From an optimization exercise on the open Yosys and OpenROAD flow, aimed at small area; shortcuts taken in it are not production practice. Where RTL was checked, it was by simulation tests only, not by an equivalence proof against the original. Power figures rest on the tool's default switching activity, not on a simulated workload.

==> flow/design.v <==
module four_digit_calculator_core #(
    parameter int DIGITS = 4
) (
    input  logic        aclk,
    input  logic        aresetn,
    input  logic        s_tvalid,
    output logic        s_tready,
    input  logic [7:0]  s_tdata,    
    input  logic [1:0]  s_tuser,    
    output logic        m_tvalid,
    input  logic        m_tready,
    output logic [31:0] m_tdata,    
    output logic [3:0]  m_tuser     
);
    localparam logic [3:0] I_A  = 4'b0000;   
    localparam logic [3:0] I_E  = 4'b0001;   
    localparam logic [3:0] I_N  = 4'b0010;   
    localparam logic [3:0] I_F  = 4'b0011;   
    localparam logic [3:0] MOD  = 4'b0100;   
    localparam logic [3:0] CPY  = 4'b0101;   
    localparam logic [3:0] DIVN = 4'b0110;   
    localparam logic [3:0] DIVP = 4'b0111;   
    localparam logic [3:0] SER  = 4'b1000;   
    localparam logic [3:0] NEG1 = 4'b1001;   
    localparam logic [3:0] NEG2 = 4'b1010;   
    localparam logic [3:0] CHK  = 4'b1011;   
    localparam logic [3:0] MUL  = 4'b1100;   
    localparam logic [1:0] K_DIGIT = 2'd0;
    localparam logic [1:0] K_OPER  = 2'd1;
    localparam logic [1:0] K_APPLY = 2'd2;
    localparam logic [1:0] K_CLEAR = 2'd3;
    localparam logic [1:0] OP_ADD = 2'd0;
    localparam logic [1:0] OP_MUL = 2'd1;
    localparam logic [1:0] OP_SUB = 2'd2;
    localparam logic [1:0] OP_DIV = 2'd3;
    logic [31:0] a_reg;
    logic [13:0] e_reg;
    logic [14:0] s_reg;
    logic [3:0]  ph;
    logic [4:0]  cnt;
    logic [1:0]  op_reg;
    logic        cy;
    logic        mv;
    logic        idle, mulm, divm, cpy, divq, serm, negm, xe;
    logic        x0, xmsb;
    logic [13:0] y;
    logic [14:0] op1, yv, sum;
    logic [15:0] cc;
    logic        co;
    logic [3:0]  dsat;
    logic        sa, sb, ssum;
    logic        ez, last, take;
    logic [3:0]  ph_next;
    logic        a_clr, a_r, a_l, a_h, a_top, a_bot;
    logic        e_clr, e_r, e_l, e_h, e_top;
    logic        s_init, s_keep;
    assign idle = (ph[3:2] == 2'b00);
    assign divm = (ph[3:2] == 2'b01);
    assign mulm = (ph[3:2] == 2'b11);
    assign cpy  = (ph == CPY);
    assign divq = divm && ph[1];
    assign serm = (ph[3:2] == 2'b10) && !(ph[1] && ph[0]);
    assign negm = serm && (ph[1] || ph[0]);
    assign xe   = (s_tuser == K_DIGIT);
    assign ez = (e_reg == 14'd0);
    always_comb begin
        if (cpy || (mulm && xe)) last = (cnt == 5'd13);
        else if (divm && xe)     last = (cnt == 5'd12);
        else                     last = (cnt == 5'd31);
    end
    assign x0   = xe ? e_reg[0] : a_reg[0];
    assign xmsb = xe ? e_reg[12] : a_reg[31];
    always_comb begin
        if ((mulm && !xe) || divq) y = e_reg;
        else if (mulm)             y = 14'd10;
        else                       y = 14'd10000;
    end
    assign op1 = divm ? {s_reg[13:0], xmsb} : {1'b0, s_reg[14:1]};
    assign yv  = divm ? ~{1'b0, y} : (x0 ? {1'b0, y} : 15'd0);
    assign cc[0] = divm;
    for (genvar i = 0; i < 15; i++) begin : g_add
        assign sum[i]  = op1[i] ^ yv[i] ^ cc[i];
        assign cc[i+1] = (op1[i] & yv[i]) | (op1[i] & cc[i]) | (yv[i] & cc[i]);
    end
    assign co = cc[15];
    assign dsat = (s_tdata[3] && (s_tdata[2] || s_tdata[1])) ? 4'd9 : s_tdata[3:0];
    assign sa   = a_reg[0] ^ negm;
    assign sb   = (ph == SER) && (e_reg[0] ^ op_reg[1]);
    assign ssum = sa ^ sb ^ cy;
    always_comb begin
        ph_next = ph;
        take    = 1'b0;
        unique case (ph)
            I_A, I_E, I_N, I_F: begin
                if (s_tvalid && !mv) begin
                    unique case (s_tuser)
                        K_DIGIT: ph_next = MUL;
                        K_OPER:  begin take = 1'b1; ph_next = I_N; end
                        K_APPLY: begin
                            unique case (op_reg)
                                OP_ADD, OP_SUB: ph_next = SER;
                                OP_MUL:         ph_next = MUL;
                                default: begin
                                    if (ez) begin take = 1'b1; ph_next = I_F; end
                                    else if (a_reg[31]) ph_next = NEG1;
                                    else ph_next = DIVP;
                                end
                            endcase
                        end
                        default: begin take = 1'b1; ph_next = I_A; end
                    endcase
                end
            end
            MUL:  if (last) ph_next = xe ? MOD : CHK;
            MOD:  if (last) ph_next = CPY;
            CPY:  if (last) begin take = 1'b1; ph_next = xe ? I_E : I_A; end
            NEG1: if (last) ph_next = DIVN;
            DIVN: if (last) ph_next = NEG2;
            CHK: begin
                if (a_reg[31]) begin take = 1'b1; ph_next = I_A; end
                else ph_next = MOD;
            end
            default: if (last) ph_next = CHK;    
        endcase
    end
    assign s_tready = take;
    always_ff @(posedge aclk) begin
        if (!aresetn) begin
            ph     <= I_A;
            mv     <= 1'b0;
            op_reg <= OP_ADD;
        end else begin
            ph <= ph_next;
            if (take) mv <= 1'b1;
            else if (m_tready) mv <= 1'b0;
            if (take && (s_tuser == K_OPER))  op_reg <= op_reg + 2'd1;
            if (take && (s_tuser == K_CLEAR)) op_reg <= OP_ADD;
        end
    end
    assign s_init = !(mulm || divm);
    assign s_keep = divm && (cpy || !co);
    always_ff @(posedge aclk) begin
        if (idle || last || (ph == CHK)) cnt <= 5'd0;
        else cnt <= cnt + 5'd1;
        if (serm) cy <= (sa & sb) | (sa & cy) | (sb & cy);
        else      cy <= (op_reg != OP_ADD);
        if (s_init) s_reg <= xe ? {10'd0, dsat, 1'b0} : 15'd0;
        else if (s_keep) s_reg <= op1;
        else s_reg <= sum;
    end
    assign a_clr = !aresetn || (take && (s_tuser == K_CLEAR));
    assign a_r   = !a_clr && ((mulm && !xe) || serm);
    assign a_l   = !a_clr && divm && !xe;
    assign a_h   = !a_clr && !a_r && !a_l;
    assign a_top = mulm ? sum[0] : ssum;
    assign a_bot = cpy ? s_reg[13] : (divq && co);
    always_ff @(posedge aclk) begin
        if (a_clr) a_reg <= 32'd0;
        else if ((mulm && !xe) || serm) a_reg <= {a_top, a_reg[31:1]};
        else if (divm && !xe) a_reg <= {a_reg[30:0], a_bot};
    end
    assign e_clr = !aresetn || (take && ((s_tuser == K_CLEAR) || (s_tuser == K_APPLY)));
    assign e_r   = !e_clr && ((mulm && xe) || (ph == SER));
    assign e_l   = !e_clr && divm && xe;
    assign e_h   = !e_clr && !e_r && !e_l;
    assign e_top = mulm && sum[0];
    always_ff @(posedge aclk) begin
        if (e_clr) e_reg <= 14'd0;
        else if ((mulm && xe) || (ph == SER)) e_reg <= {e_top, e_reg[13:1]};
        else if (divm && xe) e_reg <= {e_reg[12:0], s_reg[13]};
    end
    assign m_tvalid = mv;
    for (genvar i = 0; i < 32; i++) begin : g_out
        if (i < 14) begin : g_lo
            assign m_tdata[i] = ((ph == I_E) && e_reg[i])
                              | (((ph == I_A) || (ph == I_F)) && a_reg[i]);
        end else begin : g_hi
            assign m_tdata[i] = ((ph == I_A) || (ph == I_F)) && a_reg[i];
        end
    end
    assign m_tuser = {ph == I_F, ph == I_N, op_reg};
endmodule
Settings: LEC_CHECK=0, ABC_AREA=1, CAP_MARGIN=20, CORE_MARGIN=2, CORE_UTILIZATION=40, SLEW_MARGIN=20; clock period 10.0 ns.
standard.sh (not shown) runs the stock make flow with config.mk's settings and CLKGATE_MAP_FILE= SYNTH_SCRIPT=/design/flow/synth_recipe.tcl, a recipe that flattens the netlist after the stock synthesis.
==> flow/flow/run.sh <==
#!/bin/bash
# The standard layout (standard.sh), with three changes to how it is made:
#  - the port buffers are the smallest buffer cell (every port still gets one);
#  - the buffers the synthesis's ABC step put in are taken out at floorplan, so
#    that repair adds only the buffers the layout needs;
#  - the clock tree uses mid-size clock buffers and no dummy loads.
export BUFFER_PORTS_ARGS="-buffer_cell sky130_fd_sc_hd__buf_1"
export REMOVE_ABC_BUFFERS=1
export CTS_ARGS="-sink_clustering_enable -repair_clock_nets -dont_use_dummy_load -buf_list sky130_fd_sc_hd__clkbuf_8 -root_buf sky130_fd_sc_hd__clkbuf_8 -sink_clustering_size 25"
bash standard.sh > standard.log 2>&1
Then changed:
--- a/flow/design.v
+++ b/flow/design.v
@@ -39,11 +39,12 @@
     logic [3:0]  ph;
     logic [4:0]  cnt;
     logic [1:0]  op_reg;
     logic        cy;
     logic        mv;
-    logic        idle, mulm, divm, cpy, divq, serm, negm, xe;
+    logic        idle, mulm, divm, cpy, divq, divq_or_mod, serm, negm, xe;
+    logic        cbit;
     logic        x0, xmsb;
     logic [13:0] y;
     logic [14:0] op1, yv, sum;
     logic [15:0] cc;
     logic        co;
@@ -57,37 +58,44 @@
     assign idle = (ph[3:2] == 2'b00);
     assign divm = (ph[3:2] == 2'b01);
     assign mulm = (ph[3:2] == 2'b11);
     assign cpy  = (ph == CPY);
     assign divq = divm && ph[1];
+    assign divq_or_mod = divm && !cpy;
     assign serm = (ph[3:2] == 2'b10) && !(ph[1] && ph[0]);
     assign negm = serm && (ph[1] || ph[0]);
     assign xe   = (s_tuser == K_DIGIT);
     assign ez = (e_reg == 14'd0);
     always_comb begin
-        if (cpy || (mulm && xe)) last = (cnt == 5'd13);
+        if ((cpy || mulm) && xe) last = (cnt == 5'd13);
         else if (divm && xe)     last = (cnt == 5'd12);
         else                     last = (cnt == 5'd31);
     end
     assign x0   = xe ? e_reg[0] : a_reg[0];
     assign xmsb = xe ? e_reg[12] : a_reg[31];
     always_comb begin
         if ((mulm && !xe) || divq) y = e_reg;
         else if (mulm)             y = 14'd10;
         else                       y = 14'd10000;
     end
-    assign op1 = divm ? {s_reg[13:0], xmsb} : {1'b0, s_reg[14:1]};
-    assign yv  = divm ? ~{1'b0, y} : (x0 ? {1'b0, y} : 15'd0);
-    assign cc[0] = divm;
+    assign op1 = divq_or_mod ? {s_reg[13:0], xmsb} : {cpy && s_reg[14], s_reg[14:1]};
+    assign yv  = divq_or_mod ? ({1'b0, y} ^ {15{!s_reg[14]}}) : ((mulm && x0) ? {1'b0, y} : 15'd0);
+    assign cc[0] = divq_or_mod && !s_reg[14];
     for (genvar i = 0; i < 15; i++) begin : g_add
         assign sum[i]  = op1[i] ^ yv[i] ^ cc[i];
         assign cc[i+1] = (op1[i] & yv[i]) | (op1[i] & cc[i]) | (yv[i] & cc[i]);
     end
     assign co = cc[15];
     assign dsat = (s_tdata[3] && (s_tdata[2] || s_tdata[1])) ? 4'd9 : s_tdata[3:0];
-    assign sa   = a_reg[0] ^ negm;
-    assign sb   = (ph == SER) && (e_reg[0] ^ op_reg[1]);
+    always_comb begin
+        unique case (cnt)
+            5'd4, 5'd8, 5'd9, 5'd10, 5'd13: cbit = s_reg[14];
+            default: cbit = 1'b0;
+        endcase
+    end
+    assign sa   = cpy ? s_reg[0] : (a_reg[0] ^ negm);
+    assign sb   = cpy ? cbit : ((ph == SER) && (e_reg[0] ^ op_reg[1]));
     assign ssum = sa ^ sb ^ cy;
     always_comb begin
         ph_next = ph;
         take    = 1'b0;
         unique case (ph)
@@ -136,40 +144,38 @@
             if (take && (s_tuser == K_OPER))  op_reg <= op_reg + 2'd1;
             if (take && (s_tuser == K_CLEAR)) op_reg <= OP_ADD;
         end
     end
     assign s_init = !(mulm || divm);
-    assign s_keep = divm && (cpy || !co);
     always_ff @(posedge aclk) begin
         if (idle || last || (ph == CHK)) cnt <= 5'd0;
         else cnt <= cnt + 5'd1;
-        if (serm) cy <= (sa & sb) | (sa & cy) | (sb & cy);
-        else      cy <= (op_reg != OP_ADD);
+        if (serm || cpy) cy <= (sa & sb) | (sa & cy) | (sb & cy);
+        else             cy <= (op_reg != OP_ADD) && (ph != MOD);
         if (s_init) s_reg <= xe ? {10'd0, dsat, 1'b0} : 15'd0;
-        else if (s_keep) s_reg <= op1;
         else s_reg <= sum;
     end
     assign a_clr = !aresetn || (take && (s_tuser == K_CLEAR));
-    assign a_r   = !a_clr && ((mulm && !xe) || serm);
-    assign a_l   = !a_clr && divm && !xe;
+    assign a_r   = !a_clr && (((mulm || cpy) && !xe) || serm);
+    assign a_l   = !a_clr && divq_or_mod && !xe;
     assign a_h   = !a_clr && !a_r && !a_l;
     assign a_top = mulm ? sum[0] : ssum;
-    assign a_bot = cpy ? s_reg[13] : (divq && co);
+    assign a_bot = !sum[14];
     always_ff @(posedge aclk) begin
         if (a_clr) a_reg <= 32'd0;
-        else if ((mulm && !xe) || serm) a_reg <= {a_top, a_reg[31:1]};
-        else if (divm && !xe) a_reg <= {a_reg[30:0], a_bot};
+        else if (((mulm || cpy) && !xe) || serm) a_reg <= {a_top, a_reg[31:1]};
+        else if (divq_or_mod && !xe) a_reg <= {a_reg[30:0], a_bot};
     end
     assign e_clr = !aresetn || (take && ((s_tuser == K_CLEAR) || (s_tuser == K_APPLY)));
-    assign e_r   = !e_clr && ((mulm && xe) || (ph == SER));
-    assign e_l   = !e_clr && divm && xe;
+    assign e_r   = !e_clr && (((mulm || cpy) && xe) || (ph == SER));
+    assign e_l   = !e_clr && divq_or_mod && xe;
     assign e_h   = !e_clr && !e_r && !e_l;
-    assign e_top = mulm && sum[0];
+    assign e_top = mulm ? sum[0] : (cpy && ssum);
     always_ff @(posedge aclk) begin
         if (e_clr) e_reg <= 14'd0;
-        else if ((mulm && xe) || (ph == SER)) e_reg <= {e_top, e_reg[13:1]};
-        else if (divm && xe) e_reg <= {e_reg[12:0], s_reg[13]};
+        else if (((mulm || cpy) && xe) || (ph == SER)) e_reg <= {e_top, e_reg[13:1]};
+        else if (divq_or_mod && xe) e_reg <= {e_reg[12:0], 1'b0};
     end
     assign m_tvalid = mv;
     for (genvar i = 0; i < 32; i++) begin : g_out
         if (i < 14) begin : g_lo
             assign m_tdata[i] = ((ph == I_E) && e_reg[i])
Count of clock-buffer cells in the layout stays the same.
Die area rises by a few percent.
Worst hold slack is about the same.
Final area rises by a few percent.
Power rises by roughly a tenth.
Combinational power rises by a quarter to a third.
Maximum frequency falls slightly.
Synthesized cell count rises slightly.
Clock skew rises by 0.0080 ns.
Worst setup slack is worse by 0.087 ns.
Flip-flop and latch count is unchanged.
Cell count rises slightly.
Global-route usage falls by 1.8 points.
The RTL of the second run of this note was laid out without a check of its function.

## port drivers added, routing unchanged
No port has a modelled driver above. Below, the same layouts with a new extraction and two added sets of constraints.
Step 1 sets driving cells, clkbuf_16 on the clock port and buf_2 on the other inputs (assumed; they add their load-dependent delay and slew).
Step 2, shift: input delay + t, output delay - t, t = (earliest + latest rising clock arrival at the registers) / 2. This alone moves slack from input paths to output paths.
Three values: ideal, step 1, step 2; two values: the first two.
run	t (ns)	setup slack, ns	worst setup path after step 2	pins driven straight from the clock port
the first run	0.399	1.193 / 1.207 / 0.808	input to register	1
the second run	0.390	1.105 / 1.118 / 0.728	input to register	1
After both steps setup and hold are still met in every run listed. For the first run, which loses most, drivers alone change the setup slack by +0.014 ns; drivers and shift together by -0.385 ns.
